This design comes from an exercise in tuning for small area, a short achievable clock period and few clock cycles per item on the open sky130 flow, not from production work. In this exercise RTL edits were held to simulation tests only and were not proved equivalent to the original.

Setup of the reference run:
// cordic_top
module cordic_top (
    input  logic               clk,
    input  logic               rst,
    input  logic               valid_in,
    input  logic [31:0]        angle_ieee754,
    output logic signed [15:0] sin_ieee754,
    output logic signed [15:0] cos_ieee754,
    output logic               valid,
    output logic signed [2:0]  flip_out
);
Size: ~3,900 cells after synthesis, roughly 130 flip-flops, roughly 71 I/O pins, roughly 24,000 sq um of cells after synthesis.
==> flow/config.mk <==
export PLATFORM = sky130hd
export DESIGN_NAME = cordic_top
export DESIGN_NICKNAME = cordic_top
export VERILOG_FILES = /design/flow/design.v
export SDC_FILE = /design/flow/constraint.sdc
export NUM_CORES = 4
export LEC_CHECK = 0
export ABC_AREA = 1
export CAP_MARGIN = 20
export CORE_MARGIN = 2
export CORE_UTILIZATION = 40
export SETUP_SLACK_MARGIN = 5
export SLEW_MARGIN = 20
==> flow/constraint.sdc <==
create_clock -name core_clock -period 12.0 [get_ports {clk}]
set_input_delay 2.4000 -clock core_clock [delete_from_list [all_inputs] [get_ports {clk}]]
set_output_delay 2.4000 -clock core_clock [all_outputs]
set_load 0.01 [all_outputs]
run.sh (not shown) runs the stock make flow with config.mk's settings and CLKGATE_MAP_FILE= SYNTH_SCRIPT=/design/flow/synth_recipe.tcl, a recipe that flattens the netlist after the stock synthesis.
The reference run went all the way through synthesis, placement and routing and the layout is clean on timing, DRC and antenna.
Testbench counts of the reference run, summed over its fixed seeds: cycles 19,208, items 2,400.
## Diff of input files: the trial run against the reference run
-- flow/design.v --
<<< the reference run, line 25
    logic [5:0]  w_rh;
    logic [22:0] w_r;
    logic [9:0]  w_c [0:11];
    logic [11:0] w_ge, w_oh;
    always_comb begin
        w_e   = angle_ieee754[30:23];
>>> the trial run, line 25
    logic [5:0]  w_rh;
    logic [22:0] w_r;
    always_comb begin
        w_e   = angle_ieee754[30:23];
<<< the reference run, line 36
        w_fix  = w_inr ? 26'(w_base >> (~w_e[4:0])) : 26'd0;
        w_h   = w_fix[25:17];
        for (int k = 0; k < 12; k++) begin
            w_c[k]  = {1'b0, w_h} - 10'(45 * k);
            w_ge[k] = ~w_c[k][9];
        end
        w_Q  = 4'd0;
        w_rh = 6'd0;
        for (int k = 0; k < 12; k++) begin
            w_oh[k] = w_ge[k] & ((k == 11) ? 1'b1 : ~w_ge[(k + 1) % 12]);
            w_rh    = w_rh | ({6{w_oh[k]}} & w_c[k][5:0]);
            w_Q     = w_Q | ({4{w_oh[k]}} & 4'(k));
        end
        w_r   = {w_rh, w_fix[16:0]};
    end
>>> the trial run, line 34
        w_fix  = w_inr ? 26'(w_base >> (~w_e[4:0])) : 26'd0;
        w_h   = w_fix[25:17];
        if      (w_h >= 9'd495) w_Q = 4'd11;
        else if (w_h >= 9'd450) w_Q = 4'd10;
        else if (w_h >= 9'd405) w_Q = 4'd9;
        else if (w_h >= 9'd360) w_Q = 4'd8;
        else if (w_h >= 9'd315) w_Q = 4'd7;
        else if (w_h >= 9'd270) w_Q = 4'd6;
        else if (w_h >= 9'd225) w_Q = 4'd5;
        else if (w_h >= 9'd180) w_Q = 4'd4;
        else if (w_h >= 9'd135) w_Q = 4'd3;
        else if (w_h >= 9'd90)  w_Q = 4'd2;
        else if (w_h >= 9'd45)  w_Q = 4'd1;
        else                    w_Q = 4'd0;
        w_rh  = 6'(w_h - 9'(w_Q * 6'd45));
        w_r   = {w_rh, w_fix[16:0]};
    end
## What came out
Average via count per standard cell for the trial run is lower than for the reference run. In the metrics for the reference run and the trial run, the one carrying the lower routed length on met1 is the trial run. From the reference run to the trial run, number of flops mapped to enable cells by yosys did not move at all. The reference run → the trial run: mux contribution to synthesized area did not really move; cell area after layout rose by 1100 sq um. Per the comparison of the trial run with the reference run, total area of multi-input combinational cells up about 2.6%; final design utilization up 1.8 points; final period demand of the worst path up 74 ps; instance count after placement with tap cells included flat. Cmp the reference run and the trial run / global-route usage / lower: the trial run.
Testbench counts of the trial run, summed over its fixed seeds: cycles 19,208, items 2,400.

Another version of the RTL of cordic_top (not shown whole).
==> flow/config.mk <==
export PLATFORM = sky130hd
export DESIGN_NAME = cordic_top
export DESIGN_NICKNAME = cordic_top
export VERILOG_FILES = /design/flow/design.v
export SDC_FILE = /design/flow/constraint.sdc
export NUM_CORES = 4
export LEC_CHECK = 0
export ABC_AREA = 1
export CAP_MARGIN = 20
export CORE_MARGIN = 2
export CORE_UTILIZATION = 40
export PLACE_DENSITY = 0.75
export SETUP_SLACK_MARGIN = 4
export SLEW_MARGIN = 20
==> flow/constraint.sdc <==
create_clock -name core_clock -period 12.0 [get_ports {clk}]
set_input_delay 2.4000 -clock core_clock [delete_from_list [all_inputs] [get_ports {clk}]]
set_output_delay 2.4000 -clock core_clock [all_outputs]
set_load 0.01 [all_outputs]
Testbench counts at the start, summed over its fixed seeds: cycles 16,808, items 2,400.
Edit:
--- a/flow/design.v
+++ b/flow/design.v
@@ -290,42 +290,56 @@
     wire [39:0] m_a = {m_l28, m_l26, m_l24, m_l22, m_l20, m_l18, m_l16, m_l14, m_l12, m_l10, m_l8, m_l6, m_l4, m_l2, m_l1, m_112, m_110, m_108, m_106, m_104, m_102, m_100, m_98, m_96, m_94, m_92, m_90, m_88, m_86, m_84, m_82, m_80, m_79, m_t[4], m_t[3], m_t[2], m_t[1], m_t[0], ~r_q[1], ~r_q[0]};
     wire [39:0] m_b = {m_l29, m_l27, m_l25, m_l23, m_l21, m_l19, m_l17, m_l15, m_l13, m_l11, m_l9, m_l7, m_l5, m_l3, m_c25, m_113, m_111, m_109, m_107, m_105, m_103, m_101, m_99, m_97, m_95, m_93, m_91, m_89, m_87, m_85, m_83, m_81, 1'b1, ~r_q[6], ~r_q[5], ~r_q[4], ~r_q[3], ~r_q[2], 1'b0, 1'b1};
     wire [39:0] m_s = m_a + m_b;
     assign w_z5 = m_s[39:24];
     logic signed [18:0] x_q, y_q;
     logic [15:0]        zu_q;
     logic               w_da, w_db;
     logic signed [15:0] w_z5r;
     logic signed [12:0] w_z6;
     logic signed [18:0] w_xa, w_ya, w_xb, w_yb, w_xs1, w_ys1, w_xs2, w_ys2;
     logic [15:0]        w_zun;
+    logic [3:0]         hx_q, hy_q;       
+    logic signed [18:0] w_xsh5, w_xsh7, w_xsh9, w_xsh11, w_ysh5, w_ysh7, w_ysh9, w_ysh11, w_xash6, w_xash8, w_xash10, w_xash12, w_yash6, w_yash8, w_yash10, w_yash12;
     always_comb begin
         w_z5r = {~zu_q[15], zu_q[14:0]};
         w_da  = zu_q[15];
         w_z6  = 13'(w_da ? (w_z5r - 16'sd4095) : (w_z5r + 16'sd4095));
         w_db  = (p_q == 3'd0) ? ~w_z6[12] : zu_q[14];
         w_zun = (p_q == 3'd0) ? {w_z6[11:0], 4'b0000} : {zu_q[13:0], 2'b00};
-        case (p_q)
-            3'd0:    begin w_xs1 = x_q >>> 5;  w_ys1 = y_q >>> 5;  end
-            3'd1:    begin w_xs1 = x_q >>> 7;  w_ys1 = y_q >>> 7;  end
-            3'd2:    begin w_xs1 = x_q >>> 9;  w_ys1 = y_q >>> 9;  end
-            default: begin w_xs1 = x_q >>> 11; w_ys1 = y_q >>> 11; end
-        endcase
+        w_xsh5 = x_q >>> 5;
+        w_xsh7 = x_q >>> 7;
+        w_xsh9 = x_q >>> 9;
+        w_xsh11 = x_q >>> 11;
+        w_ysh5 = y_q >>> 5;
+        w_ysh7 = y_q >>> 7;
+        w_ysh9 = y_q >>> 9;
+        w_ysh11 = y_q >>> 11;
+        w_xs1 = ({19{hx_q[0]}} & w_xsh5) | ({19{hx_q[1]}} & w_xsh7) |
+                ({19{hx_q[2]}} & w_xsh9) | ({19{hx_q[3]}} & w_xsh11);
+        w_ys1 = ({19{hy_q[0]}} & w_ysh5) | ({19{hy_q[1]}} & w_ysh7) |
+                ({19{hy_q[2]}} & w_ysh9) | ({19{hy_q[3]}} & w_ysh11);
         w_xa  = x_q + (w_ys1 ^ {19{w_da}}) + {18'd0, w_da};
         w_ya  = y_q + (w_xs1 ^ {19{~w_da}}) + {18'd0, ~w_da};
-        case (p_q)
-            3'd0:    begin w_xs2 = w_xa >>> 6;  w_ys2 = w_ya >>> 6;  end
-            3'd1:    begin w_xs2 = w_xa >>> 8;  w_ys2 = w_ya >>> 8;  end
-            3'd2:    begin w_xs2 = w_xa >>> 10; w_ys2 = w_ya >>> 10; end
-            default: begin w_xs2 = w_xa >>> 12; w_ys2 = w_ya >>> 12; end
-        endcase
+        w_xash6 = w_xa >>> 6;
+        w_xash8 = w_xa >>> 8;
+        w_xash10 = w_xa >>> 10;
+        w_xash12 = w_xa >>> 12;
+        w_yash6 = w_ya >>> 6;
+        w_yash8 = w_ya >>> 8;
+        w_yash10 = w_ya >>> 10;
+        w_yash12 = w_ya >>> 12;
+        w_xs2 = ({19{hx_q[0]}} & w_xash6) | ({19{hx_q[1]}} & w_xash8) |
+                ({19{hx_q[2]}} & w_xash10) | ({19{hx_q[3]}} & w_xash12);
+        w_ys2 = ({19{hy_q[0]}} & w_yash6) | ({19{hy_q[1]}} & w_yash8) |
+                ({19{hy_q[2]}} & w_yash10) | ({19{hy_q[3]}} & w_yash12);
         w_xb  = w_xa + (w_ys2 ^ {19{w_db}}) + {18'd0, w_db};
         w_yb  = w_ya + (w_xs2 ^ {19{~w_db}}) + {18'd0, ~w_db};
     end
     logic signed [5:0]  w_Hx, w_Hy, w_Hs, w_Hc;
     logic [6:0]         w_Lx, w_Ly, w_Ls, w_Lc;
     logic               w_x1, w_x0, w_y1, w_y0;
     logic signed [7:0]  w_sx0, w_sx1, w_sx2, w_sx3, w_sy0, w_sy1, w_sy2, w_sy3, w_ss, w_sc;
     logic signed [5:0]  w_X0, w_X1, w_X2, w_Y0, w_Y1, w_Y2;
     logic               w_ns, w_nc;
     logic signed [15:0] w_sin, w_cos;
     function automatic logic signed [5:0] hstep(input logic signed [5:0] h,
@@ -420,27 +434,31 @@
         end
     end
     always_ff @(posedge clk) begin
         r_q   <= w_r;
         fl0_q <= {w_neg, w_Q[1:0]};
         if (s1_q) begin
             fl_q <= fl0_q;
             x_q  <= w_x5;
             y_q  <= w_y5;
             zu_q <= {~w_z5[15], w_z5[14:0]};
             p_q  <= 3'd0;
+            hx_q <= 4'b0001;
+            hy_q <= 4'b0001;
         end else begin
             x_q  <= w_xb;
             y_q  <= w_yb;
             zu_q <= w_zun;
             p_q  <= p_q + 3'd1;
+            hx_q <= {hx_q[2:0], 1'b0};
+            hy_q <= {hy_q[2:0], 1'b0};
         end
     end
     logic signed [15:0] sin_q, cos_q;
     logic [2:0]         flip_q;
     always_ff @(posedge clk or negedge rst) begin
         if (!rst) begin
             sin_q  <= '0;
             cos_q  <= '0;
             flip_q <= '0;
         end else if (post_q) begin
             sin_q  <= w_sin;
After rerunning: The new run finished clean. Synthesized cell count shrinks by 0.45%. Via count shrinks by about 2.6%. Global-route usage shrinks by 1.3 points.
Testbench counts after the change, summed over its fixed seeds: cycles 16,808, items 2,400.

-- afterwards: timing with drivers on the ports --
The flow's constraints put no driver on any port. The routed layouts listed below were extracted and timed again, unchanged, in two steps.
Step 1, drivers: a clkbuf_16 drives clk and a buf_2 each remaining input, both assumed.
Step 2, shift: input delay + t, output delay - t, t = (earliest + latest rising clock arrival at the registers) / 2. This alone moves slack from input paths to output paths.
Slacks: ideal ports / drivers / drivers and shift; pairs: ideal ports / drivers.
run	t, ns	setup slack, ns	worst setup path at the end	latest minus earliest clock arrival (ns)
the reference run	0.534	5.381 / 5.382 / 4.873	input to register	0.028 / 0.028
the trial run	0.542	5.307 / 5.344 / 4.802	input to register	0.021 / 0.021
the first run of note 2	0.541	4.527 / 4.527 / 4.062	input to register	0.016 / 0.016
the second run of note 2	0.530	4.413 / 4.451 / 3.921	input to register	0.014 / 0.014
After both steps setup and hold are still met in every run listed. For the reference run, which loses most, drivers alone change the setup slack by +0.001 ns; drivers and shift together by -0.508 ns.
